This is an optimization exercise on Yosys and OpenROAD, whose aim is small area, a short achievable clock period and few clock cycles per item, not a production implementation. Function was checked by simulation only, so behaviour that the tests miss may differ from the original.

## try-indigo
==> flow/design.v (excerpt) <==
module lattice_fermion_hop_sign #(
    parameter int SITES         = 64,
    parameter int MAX_PARTICLES = 64
) (
    input  logic             clk,
    input  logic             rst_n,
    input  logic             in_valid,
    output logic             in_stall,
    input  lfhs_pkg::in_item_t  in_data,
    output logic             out_valid,
    input  logic             out_stall,
    output lfhs_pkg::out_item_t out_data,
    input  logic             cfg_write,
    input  logic             cfg_index,
    input  logic [lfhs_pkg::CFG_W-1:0] cfg_data
);
    localparam int NS  = 64;
    localparam int SW  = 6;
    localparam int CW  = lfhs_pkg::CNT_W;
    localparam int QD  = 5;
    localparam int PMX = 6;
    logic                 in_accept;
    logic                 r1_v;
    lfhs_pkg::in_item_t   r1_d;
    logic [7:0]           r1_row;
    logic [15:0]          r1_col;
    logic                 r2_v;
    logic                 r2_sp;
    logic                 r2_hop;
    logic [SW-1:0]        r2_p;
    logic [SW-1:0]        r2_s;
    logic [SW-1:0]        r2_o;
    logic                 r2_fm;
    logic [SW-1:0]        r2_fv;
    logic                 r2_m;
    logic                 r2_occ_up;
    logic                 r2_occ_dn;
    logic                 r3_v;
    logic                 r3_chg;
    logic                 r3_sp;
    logic                 r3_hop;
    logic [SW-1:0]        r3_s;
    logic [SW-1:0]        r3_o;
    logic [NS-1:0]        r3_mask;
    logic                 r3_corr;
    logic                 r3_occ_up;
    logic                 r3_occ_dn;
    logic                 r3_err_part;
    logic                 r3_err_lim;
    logic [SW:0]          r3_waddr;
    logic                 r4_v;
    logic                 r4_chg;
    logic                 r4_sp;
    logic                 r4_hop;
    logic                 r4_corr;
    logic                 r4_par_up;
    logic                 r4_par_dn;
    logic                 r4_occ_up;
    logic                 r4_occ_dn;
    logic                 r4_err_part;
    logic                 r4_err_lim;
    logic [7:0]           r4_wrow;
    logic [15:0]          r4_wcol;
    logic [SW-1:0]        r4_s;
    logic [NS-1:0]        occ_up_reg;
    logic [NS-1:0]        occ_dn_reg;
  ...
make LEC_CHECK=0 CAP_MARGIN=20 CORE_MARGIN=2 CORE_UTILIZATION=60 CTS_CLUSTER_DIAMETER=60 CTS_CLUSTER_SIZE=25 SETUP_SLACK_MARGIN=2.5 SLEW_MARGIN=20 finish   # period 5.0 ns
run.sh (not shown) runs the stock make flow with config.mk's settings and CLKGATE_MAP_FILE= SYNTH_SCRIPT=/design/flow/synth_recipe.tcl, a recipe that flattens the netlist after the stock synthesis.
Testbench counts of try-indigo, summed over its fixed seeds: cycles 9,640, items 9,600.
--- input diff try-indigo..try-maple ---
--- a/flow/design.v
+++ b/flow/design.v
@@ -168,26 +168,18 @@
     logic [7:0]           r4_wrow;
     logic [15:0]          r4_wcol;
     logic [SW-1:0]        r4_s;
     logic [NS-1:0]        occ_up_reg;
     logic [NS-1:0]        occ_dn_reg;
     logic [CW-1:0]        created_up_reg;
     logic [CW-1:0]        created_dn_reg;
     logic [lfhs_pkg::CFG_W-1:0] lim_up_reg;
     logic [lfhs_pkg::CFG_W-1:0] lim_dn_reg;
-    logic [CW-1:0]        created_up_next;
-    logic [CW-1:0]        created_dn_next;
-    logic [lfhs_pkg::CFG_W-1:0] lim_up_next;
-    logic [lfhs_pkg::CFG_W-1:0] lim_dn_next;
-    logic                 full_up_reg;
-    logic                 full_dn_reg;
-    logic                 near_up_reg;
-    logic                 near_dn_reg;
     logic                 sign_reg;
     logic [5:0]           head_reg;
     logic                 head_v;
     logic [5:0]           q_mem [QD];
     logic [2:0]           q_wr;
     logic [2:0]           q_rd;
     logic [2:0]           q_cnt;
     logic [2:0]           pend;
     logic [2:0]           pend_next;
@@ -319,22 +311,22 @@
             b2_th_s[i] = (i < int'(r2_s));
         end
     end
     assign b2_c_set  = (r3_s == r2_s);
     assign b2_c_clr  = r3_hop && (r3_o == r2_s);
     assign b2_occ_up = (c_change && !r3_sp) ? (b2_c_set || (r2_occ_up && !b2_c_clr)) : r2_occ_up;
     assign b2_occ_dn = (c_change && r3_sp) ? (b2_c_set || (r2_occ_dn && !b2_c_clr)) : r2_occ_dn;
     assign b2_created = r2_sp ? created_dn_reg : created_up_reg;
     assign b2_inc     = c_change && !r3_hop && (r3_sp == r2_sp);
-    assign b2_full_up = full_up_reg;
-    assign b2_full_dn = full_dn_reg;
-    assign b2_near_up = near_up_reg;
-    assign b2_near_dn = near_dn_reg;
+    assign b2_full_up = (created_up_reg >= lim_up_reg) || created_up_reg[6];
+    assign b2_full_dn = (created_dn_reg >= lim_dn_reg) || created_dn_reg[6];
+    assign b2_near_up = ({1'b0, created_up_reg} + 8'd1 >= {1'b0, lim_up_reg}) || (created_up_reg >= CW'(63));
+    assign b2_near_dn = ({1'b0, created_dn_reg} + 8'd1 >= {1'b0, lim_dn_reg}) || (created_dn_reg >= CW'(63));
     assign b2_ge_up   = ({1'b0, r2_p} >= created_up_reg);
     assign b2_ge_dn   = ({1'b0, r2_p} >= created_dn_reg);
     assign b2_gt_up   = ({1'b0, r2_p} > created_up_reg);
     assign b2_gt_dn   = ({1'b0, r2_p} > created_dn_reg);
     assign b2_err_part = r2_hop && (r2_sp ? (b2_inc ? b2_gt_dn : b2_ge_dn)
                                           : (b2_inc ? b2_gt_up : b2_ge_up));
     assign b2_err_lim  = !r2_hop && (r2_sp ? (b2_inc ? b2_near_dn : b2_full_dn)
                                            : (b2_inc ? b2_near_up : b2_full_up));
     assign b2_busy = r2_sp ? b2_occ_dn : b2_occ_up;
@@ -393,41 +385,18 @@
         end
         r4_s        <= r3_s;
     end
     assign d_flip = r4_chg && (((!r4_sp || !r4_hop) && r4_par_up) ^ (r4_sp && r4_par_dn) ^ r4_corr);
     assign d_sign = sign_reg ^ d_flip;
     assign d_res  = {d_flip, d_sign,
                      r4_occ_dn || (r4_chg && r4_sp),
                      r4_occ_up || (r4_chg && !r4_sp),
                      r4_err_lim, r4_err_part};
-    assign created_up_next = created_up_reg + {{(CW-1){1'b0}}, c_change && !r3_hop && !r3_sp};
-    assign created_dn_next = created_dn_reg + {{(CW-1){1'b0}}, c_change && !r3_hop && r3_sp};
-    assign lim_up_next     = (cfg_write && (cfg_index == lfhs_pkg::CFG_UP_LIMIT)) ? cfg_data : lim_up_reg;
-    assign lim_dn_next     = (cfg_write && (cfg_index == lfhs_pkg::CFG_DOWN_LIMIT)) ? cfg_data : lim_dn_reg;
-    always_ff @(posedge clk or negedge rst_n)
-    begin
-        if (!rst_n)
-        begin
-            full_up_reg <= 1'b1;
-            full_dn_reg <= 1'b1;
-            near_up_reg <= 1'b1;
-            near_dn_reg <= 1'b1;
-        end
-        else
-        begin
-            full_up_reg <= (created_up_next >= lim_up_next) || created_up_next[6];
-            full_dn_reg <= (created_dn_next >= lim_dn_next) || created_dn_next[6];
-            near_up_reg <= ({1'b0, created_up_next} + 8'd1 >= {1'b0, lim_up_next}) ||
-                           (created_up_next >= CW'(63));
-            near_dn_reg <= ({1'b0, created_dn_next} + 8'd1 >= {1'b0, lim_dn_next}) ||
-                           (created_dn_next >= CW'(63));
-        end
-    end
     always_ff @(posedge clk or negedge rst_n)
     begin
         if (!rst_n)
         begin
             occ_up_reg     <= '0;
             occ_dn_reg     <= '0;
             created_up_reg <= '0;
             created_dn_reg <= '0;
             lim_up_reg     <= '0;
@@ -439,22 +408,34 @@
             sign_reg <= d_sign;
             if (r3_sp)
             begin
                 occ_dn_reg <= (occ_dn_reg & ~c_clr) | c_set;
             end
             else
             begin
                 occ_up_reg <= (occ_up_reg & ~c_clr) | c_set;
             end
-            created_up_reg <= created_up_next;
-            created_dn_reg <= created_dn_next;
-            lim_up_reg     <= lim_up_next;
-            lim_dn_reg     <= lim_dn_next;
+            if (c_change && !r3_hop && r3_sp)
+            begin
+                created_dn_reg <= created_dn_reg + CW'(1);
+            end
+            if (c_change && !r3_hop && !r3_sp)
+            begin
+                created_up_reg <= created_up_reg + CW'(1);
+            end
+            if (cfg_write && (cfg_index == lfhs_pkg::CFG_UP_LIMIT))
+            begin
+                lim_up_reg <= cfg_data;
+            end
+            if (cfg_write && (cfg_index == lfhs_pkg::CFG_DOWN_LIMIT))
+            begin
+                lim_dn_reg <= cfg_data;
+            end
         end
     end
     assign out_take  = head_v && !out_stall;
     assign head_free = !head_v || !out_stall;
     assign q_some    = (q_cnt != 3'd0);
     assign q_pop     = head_free && q_some;
     assign q_push    = r4_v && (!head_free || q_some);
     always_ff @(posedge clk)
     begin
[summary]
- Compared with try-indigo, try-maple shows routed wire length that has gone down slightly.
- Delta(area share of and/or/nand/nor cells after synthesis, try-maple - try-indigo) > 0
- As far as post-route non-filler standard cell count is concerned, try-maple and try-indigo perform about the same.
- Comparing try-indigo and try-maple, the higher data arrival time of the critical path is on try-indigo.
- Setup WNS try-indigo -> try-maple: better
- Comparing try-indigo with try-maple, the xor and xnor area share after synthesis came out essentially unchanged.
- Flip-flop and latch count came out lower on try-maple than on try-indigo.
- Comparing try-indigo and try-maple, the higher count of filler cells inserted in the layout is on try-maple.
- [diff] tightest hold margin, try-maple relative to try-indigo: improvement
- Compared with try-indigo, try-maple ends up with less cell area.
- Number of logic stages on the critical path including buffering for try-maple is lower than for try-indigo.
- Portion of the clock cycle consumed by the worst path in the final layout | try-maple below try-indigo
Testbench counts of try-maple, summed over its fixed seeds: cycles 9,640, items 9,600.

## what the ideal ports hide
No port has a modelled driver above. Below, the same layouts with a new extraction and two added sets of constraints.
Step 1 assumes that a clkbuf_16 drives the clock port and a buf_2 every other input.
Step 2, shift: input delay + t, output delay - t, t = (earliest + latest rising clock arrival at the registers) / 2. This alone moves slack from input paths to output paths.
Slacks: no drivers / after step 1 / after step 2; pairs: no drivers / after step 1.
run	t (ns)	slack for setup (ns)	hold slack, ns	worst setup path after step 2	slew at the worst register clock pin (ns)
try-indigo	0.714	2.281 / 2.281 / 1.758	0.331 / 0.331 / 0.331	input to register	0.10 / 0.10
try-maple	0.714	2.428 / 2.428 / 2.232	0.341 / 0.341 / 0.341	input to register	0.10 / 0.10
After both steps every run listed still meets setup and hold. The setup slack of try-indigo, which loses most, moves by 0.000 ns with the drivers and by -0.523 ns with both steps.
